This design comes from an exercise in tuning for small area on the open sky130 flow, not from production work. Only simulation tests tie the RTL to the original design; equivalence was not proved. No driver is modelled on the clock port, so clocking that relies on it looks cheaper here than on a real chip.

==> flow/design.v (excerpt) <==
module multi_adc_processing
#(
   parameter int          N_CH           = 3,
   parameter int          DATA_W         = 16,
   parameter int          DEPTH          = 16,
   parameter int unsigned SCALING_FACTOR = 310866,
   parameter int          SCALE_W        = 20,
   parameter int          SHIFT_FACTOR   = 19,
   parameter int unsigned OFFSET         = 0
) (
   input  logic                   clk,
   input  logic                   reset,
   input  logic [N_CH-1:0]        sample_valid,
   input  logic [N_CH*DATA_W-1:0] sample_data,
   input  logic                   clear_overrun,
   output logic [N_CH*DATA_W-1:0] ave_data,
   output logic [N_CH*DATA_W-1:0] scaled_data,
   output logic [N_CH-1:0]        update_valid,
   output logic [N_CH-1:0]        primed,
   output logic [N_CH-1:0]        overrun
);
Size in the first run: ~1000 flip-flops, roughly 37000 sq um of cells after synthesis.
make LEC_CHECK=0 CAP_MARGIN=20 CORE_MARGIN=2 CORE_UTILIZATION=70 PLACE_DENSITY=0.8 SLEW_MARGIN=20 finish   # period 10.0 ns
run.sh (not shown) runs the stock make flow with config.mk's settings and CLKGATE_MAP_FILE= SYNTH_SCRIPT=/design/flow/synth_recipe.tcl, a recipe that flattens the netlist after the stock synthesis.
The first run ran to the end with no violations.
Edit:
Settings changed: CORE_UTILIZATION 70 to 45, PLACE_DENSITY 0.8 to 0.6.
After rerunning:
- count of clock-buffer cells in the layout went up by 13
- synthesized area does not change
- die area goes up by about 54%
- setup slack gains 0.64 ns
- critical path depth is unchanged
- worst hold slack is worse by 0.0056 ns
- global-route usage is lower by 19 points
- register-to-register slack gets better by 0.64 ns

multi_adc_processing, a different RTL version from the one above (not shown whole).
Size: about 1500 cells after synthesis, about 34000 µm² of cells after synthesis.
clock: 10.0 ns
lec_check: 0
cap_margin: 20
core_margin: 2
core_utilization: 45
place_density: 0.75
slew_margin: 20
standard.sh (not shown) runs the stock make flow with config.mk's settings and CLKGATE_MAP_FILE= SYNTH_SCRIPT=/design/flow/synth_recipe.tcl, a recipe that flattens the netlist after the stock synthesis.
==> flow/flow/run.sh <==
#!/bin/bash
# Layout: the standard flow (standard.sh), with these changes:
#  - after the standard synthesis, flow/polfix.py re-balances inverter polarity
#    around the full adders (fa(~a,~b,~c) = ~fa(a,b,c)), leaving every register
#    and all logic functions as synthesis made them, with fewer inverters;
#  - buffer_ports gives every input and output port the smallest buffer, buf_1;
#  - clock_tree_synthesis uses clkbuf_8, clusters up to 20 sinks within 70 um
#    per leaf buffer, and adds no dummy loads.
# Each step's full output goes to its own log in the work folder (synth.log,
# polfix.log, standard.log); ORFS's own step logs are under orfs/logs/.
set -euo pipefail
export BUFFER_PORTS_ARGS="-buffer_cell sky130_fd_sc_hd__buf_1"
export CTS_ARGS="-sink_clustering_enable -repair_clock_nets -sink_clustering_size 20 -sink_clustering_max_diameter 70 -buf_list sky130_fd_sc_hd__clkbuf_8 -dont_use_dummy_load"
bash standard.sh synth > synth.log 2>&1
R=orfs/results/${FLOW_PLATFORM}/multi_adc_processing/base
if python3 flow/polfix.py "$R/1_2_yosys.v" "$R/1_2_yosys_pol.v" > polfix.log 2>&1; then
   cp "$R/1_2_yosys.v" "$R/1_2_yosys_std.v"
   # newer than 1_synth.odb, so make reloads the netlist before floorplan
   cp "$R/1_2_yosys_pol.v" "$R/1_2_yosys.v"
fi
bash standard.sh > standard.log 2>&1
==> flow/flow/polfix.py <==
#!/usr/bin/env python3
"""Re-balance inverter polarity around full adders in a Yosys netlist.

sky130's full adder is self-dual: fa(~a, ~b, ~c) = (~sum, ~cout). Synthesis leaves
inverters between full adders that cancel once some adders are read in the other
polarity. This script removes the netlist's plain inverters (inv_*), picks for
each full adder whether to use it inverted so that fewest inverters are needed,
and puts back one inverter per net that still needs its complement.

usage: polfix.py IN.v OUT.v
"""
import re, sys, collections

src = open(sys.argv[1]).read()
OUT = {'X', 'Y', 'Q', 'Q_N', 'SUM', 'COUT', 'HI', 'LO'}
inst_re = re.compile(r'^(\s*)(sky130_fd_sc_hd__(\w+))\s+(\S+)\s*\((.*?)\);\n', re.S | re.M)
pin_re = re.compile(r'\.(\w+)\(([^()]*)\)')

m_ports = re.search(r'module\s+\w+\s*\(([^)]*)\)', src)
ports = {p.strip() for p in m_ports.group(1).split(',')}

def base(n):
    n = n.strip()
    if n.startswith('\\'):
        n = n[1:]
    return re.sub(r'\s*\[\d+\]$', '', n).strip()

cells = []          # (name, type, [(pin, net)])
for m in inst_re.finditer(src):
    pins = [(p, n.strip()) for p, n in pin_re.findall(m.group(5))]
    cells.append((m.group(4), m.group(3), pins))

drv = {}
for name, typ, pins in cells:
    for p, n in pins:
        if p in OUT:
            drv[n] = name
ctype = {name: typ for name, typ, _ in cells}
cpins = {name: dict(pins) for name, typ, pins in cells}

def is_port(n):
    return base(n) in ports

elig = {name for name, typ, pins in cells
        if typ.startswith('inv_') and not is_port(cpins[name]['Y'])}

def root(n):
    par = 0
    while n in drv and drv[n] in elig:
        n = cpins[drv[n]]['A']
        par ^= 1
    return n, par

edges = []          # (root net, consumer cell, pin, parity)
for name, typ, pins in cells:
    if name in elig:
        continue
    for p, n in pins:
        if p in OUT or p == 'CLK':
            continue
        r, par = root(n)
        edges.append((r, name, p, par))

fas = [name for name, typ, pins in cells if typ.startswith('fa_')
       and not any(is_port(n) for p, n in pins if p in OUT)]
flip = {}
by_cell = collections.defaultdict(list)
for e in edges:
    by_cell[e[1]].append(e)
    d = drv.get(e[0])
    if d:
        by_cell[d].append(e)

def need(r):
    # does net r need an inverted copy?
    return any(par ^ flip.get(c, 0) ^ flip.get(drv.get(r), 0)
               for (rr, c, p, par) in by_root[r])
by_root = collections.defaultdict(list)
for e in edges:
    by_root[e[0]].append(e)

def local_cost(f):
    nets = {e[0] for e in by_cell[f]}
    return sum(1 for r in nets if need(r))

improved = True
while improved:
    improved = False
    for f in fas:
        before = local_cost(f)
        flip[f] = 1 - flip.get(f, 0)
        if local_cost(f) < before:
            improved = True
        else:
            flip[f] = 1 - flip.get(f, 0)

# rebuild
invnet = {}
newcells = []
def inv_of(r):
    if r not in invnet:
        k = len(invnet)
        invnet[r] = f'polinv_{k}_y'
        ra = r + ' ' if r.startswith('\\') else r
        newcells.append(f'  sky130_fd_sc_hd__inv_1 polinv_{k} (\n    .A({ra}),\n    .Y(polinv_{k}_y)\n  );\n')
    return invnet[r]

conn = {}
for r, c, p, par in edges:
    if par ^ flip.get(c, 0) ^ flip.get(drv.get(r), 0):
        conn[(c, p)] = inv_of(r)
    else:
        conn[(c, p)] = r

def rewrite(m):
    name = m.group(4)
    if name in elig:
        return ''
    body = m.group(5)
    def rp(pm):
        key = (name, pm.group(1))
        if key in conn:
            n = conn[key]
            return f'.{pm.group(1)}({n} )' if n.startswith('\\') else f'.{pm.group(1)}({n})'
        return pm.group(0)
    return m.group(1) + m.group(2) + ' ' + name + ' (' + pin_re.sub(rp, body) + ');\n'

out = inst_re.sub(rewrite, src)
decl = ''.join(f'  wire {w};\n' for w in invnet.values())
out = out.replace('\nendmodule', '\n' + decl + ''.join(newcells) + 'endmodule', 1)
open(sys.argv[2], 'w').write(out)
sys.stderr.write(f'inverters: {len([c for c in cells if c[1].startswith("inv_")])} -> '
                 f'{len(invnet) + len([c for c in cells if c[1].startswith("inv_")]) - len(elig)}, '
                 f'full adders used inverted: {sum(flip.values())}\n')
The starting point finished clean.
Edit:
--- a/flow/flow/run.sh
+++ b/flow/flow/run.sh
@@ -7 +7 @@
-#  - clock_tree_synthesis uses clkbuf_8, clusters up to 20 sinks within 70 um
+#  - clock_tree_synthesis uses clkbuf_8, clusters up to 18 sinks within 65 um
@@ -13 +13 @@
-export CTS_ARGS="-sink_clustering_enable -repair_clock_nets -sink_clustering_size 20 -sink_clustering_max_diameter 70 -buf_list sky130_fd_sc_hd__clkbuf_8 -dont_use_dummy_load"
+export CTS_ARGS="-sink_clustering_enable -repair_clock_nets -sink_clustering_size 18 -sink_clustering_max_diameter 65 -buf_list sky130_fd_sc_hd__clkbuf_8 -dont_use_dummy_load"
--- a/flow/flow/polfix.py
+++ b/flow/flow/polfix.py
@@ -12 +12 @@
-import re, sys, collections
+import re, sys, collections, random
@@ -86,3 +86,21 @@
-improved = True
-while improved:
-    improved = False
+def descend(order):
+    improved = True
+    while improved:
+        improved = False
+        for f in order:
+            before = local_cost(f)
+            flip[f] = 1 - flip.get(f, 0)
+            if local_cost(f) < before:
+                improved = True
+            else:
+                flip[f] = 1 - flip.get(f, 0)
+
+def total():
+    return sum(1 for r in by_root if need(r))
+
+# local search from the synthesized polarity, then from fixed-seed random starts
+rng = random.Random(1)
+descend(fas)
+best, best_flip = total(), dict(flip)
+for trial in range(40):
+    flip.clear()
@@ -90,6 +108,10 @@
-        before = local_cost(f)
-        flip[f] = 1 - flip.get(f, 0)
-        if local_cost(f) < before:
-            improved = True
-        else:
-            flip[f] = 1 - flip.get(f, 0)
+        if rng.random() < 0.5:
+            flip[f] = 1
+    order = list(fas)
+    rng.shuffle(order)
+    descend(order)
+    t = total()
+    if t < best:
+        best, best_flip = t, dict(flip)
+flip.clear()
+flip.update(best_flip)
Result:
- die area is about the same
- synthesized cell count falls slightly
- worst setup slack gets worse by 0.053 ns
- first-iteration DRC count falls by a few percent
- wire length falls slightly
- area after synthesis stays flat
Edit:
--- a/flow/flow/run.sh
+++ b/flow/flow/run.sh
@@ -7 +7 @@
-#  - clock_tree_synthesis uses clkbuf_8, clusters up to 18 sinks within 65 um
+#  - clock_tree_synthesis uses clkbuf_8, clusters up to 20 sinks within 70 um
@@ -13 +13 @@
-export CTS_ARGS="-sink_clustering_enable -repair_clock_nets -sink_clustering_size 18 -sink_clustering_max_diameter 65 -buf_list sky130_fd_sc_hd__clkbuf_8 -dont_use_dummy_load"
+export CTS_ARGS="-sink_clustering_enable -repair_clock_nets -sink_clustering_size 20 -sink_clustering_max_diameter 70 -buf_list sky130_fd_sc_hd__clkbuf_8 -dont_use_dummy_load"
What happened:
- sequential share of layout area goes up by 0.32 points
- wire length goes down by 1.5%
- global-route usage goes down by 0.23 points
Edit:
Settings changed: PLACE_DENSITY 0.75 to 0.85.
Outcome: Global-route usage rose by 0.80 points. Die area is unchanged. Register-to-register slack is about the same. First-iteration DRC count rose by 15%. Non-clock buffer count rose by 13. Via count rose by 3.5%.
Edit:
--- a/flow/flow/polfix.py
+++ b/flow/flow/polfix.py
@@ -12 +12 @@
-import re, sys, collections, random
+import re, sys, collections
@@ -86,6 +86,9 @@
-def descend(order):
-    improved = True
-    while improved:
-        improved = False
-        for f in order:
-            before = local_cost(f)
+improved = True
+while improved:
+    improved = False
+    for f in fas:
+        before = local_cost(f)
+        flip[f] = 1 - flip.get(f, 0)
+        if local_cost(f) < before:
+            improved = True
+        else:
@@ -93,25 +95,0 @@
-            if local_cost(f) < before:
-                improved = True
-            else:
-                flip[f] = 1 - flip.get(f, 0)
-
-def total():
-    return sum(1 for r in by_root if need(r))
-
-# local search from the synthesized polarity, then from fixed-seed random starts
-rng = random.Random(1)
-descend(fas)
-best, best_flip = total(), dict(flip)
-for trial in range(40):
-    flip.clear()
-    for f in fas:
-        if rng.random() < 0.5:
-            flip[f] = 1
-    order = list(fas)
-    rng.shuffle(order)
-    descend(order)
-    t = total()
-    if t < best:
-        best, best_flip = t, dict(flip)
-flip.clear()
-flip.update(best_flip)
Settings changed: GPL_ROUTABILITY_DRIVEN set to 0, GPL_TIMING_DRIVEN set to 0, PLACE_DENSITY 0.85 to 0.6.
Result:
- The changed run passed the timing, DRC and antenna checks
- final cell count rose slightly
- final area rose slightly
- hold slack got worse by 0.0091 ns
- sequential share of layout area fell by 1.1 points
- synthesized cell count rose slightly
- routed wire length fell by a few percent
- fmax stays flat
- via count barely changes
- clock-buffer cell count fell by 2
Edit:
Settings changed: GPL_ROUTABILITY_DRIVEN 0 to unset, GPL_TIMING_DRIVEN 0 to unset.
Result: Die area does not change. Worst hold slack degrades by 0.055 ns. Routed wire length is higher by 3.9%. Register-to-register slack improves by 0.04 ns.

==> afterwards: timing with drivers on the ports <==
Ports are ideal in the flow. The routed layouts listed here were re-timed in OpenROAD. Step 1: set_driving_cell puts a clkbuf_16 on clk and a buf_2 on each other input, an assumption about the parent block. Step 2 also shifts input and output timing later by t, the mid clock arrival at the registers, as if the neighbouring blocks saw the same clock. a / b / c = no drivers / after step 1 / after step 2; a / b = the first two.
| run | shift t [ns] | setup slack, ns | clock arrival spread, ns | worst register clock-pin slew, ns |
|---|---|---|---|---|
| the first run of note 1 | 0.716 | 0.206 / 0.206 / 0.206 | 0.060 / 0.060 | 0.08 / 0.08 |
| the second run of note 1 | 0.703 | 0.841 / 0.841 / 0.841 | 0.028 / 0.028 | 0.06 / 0.06 |
| the first run of note 2 | 0.719 | 0.445 / 0.445 / 0.445 | 0.142 / 0.142 | 0.12 / 0.12 |
| the second run of note 2 | 0.690 | 0.391 / 0.391 / 0.391 | 0.099 / 0.099 | 0.11 / 0.11 |
| the third run of note 2 | 0.730 | 0.430 / 0.430 / 0.430 | 0.087 / 0.087 | 0.12 / 0.12 |
| the fourth run of note 2 | 0.724 | 0.416 / 0.416 / 0.416 | 0.193 / 0.193 | 0.12 / 0.12 |
| the fifth run of note 2 | 0.724 | 0.401 / 0.401 / 0.401 | 0.077 / 0.078 | 0.12 / 0.12 |
| the sixth run of note 2 | 0.746 | 0.440 / 0.440 / 0.440 | 0.143 / 0.144 | 0.12 / 0.12 |
After both steps setup and hold are still met in every run listed.
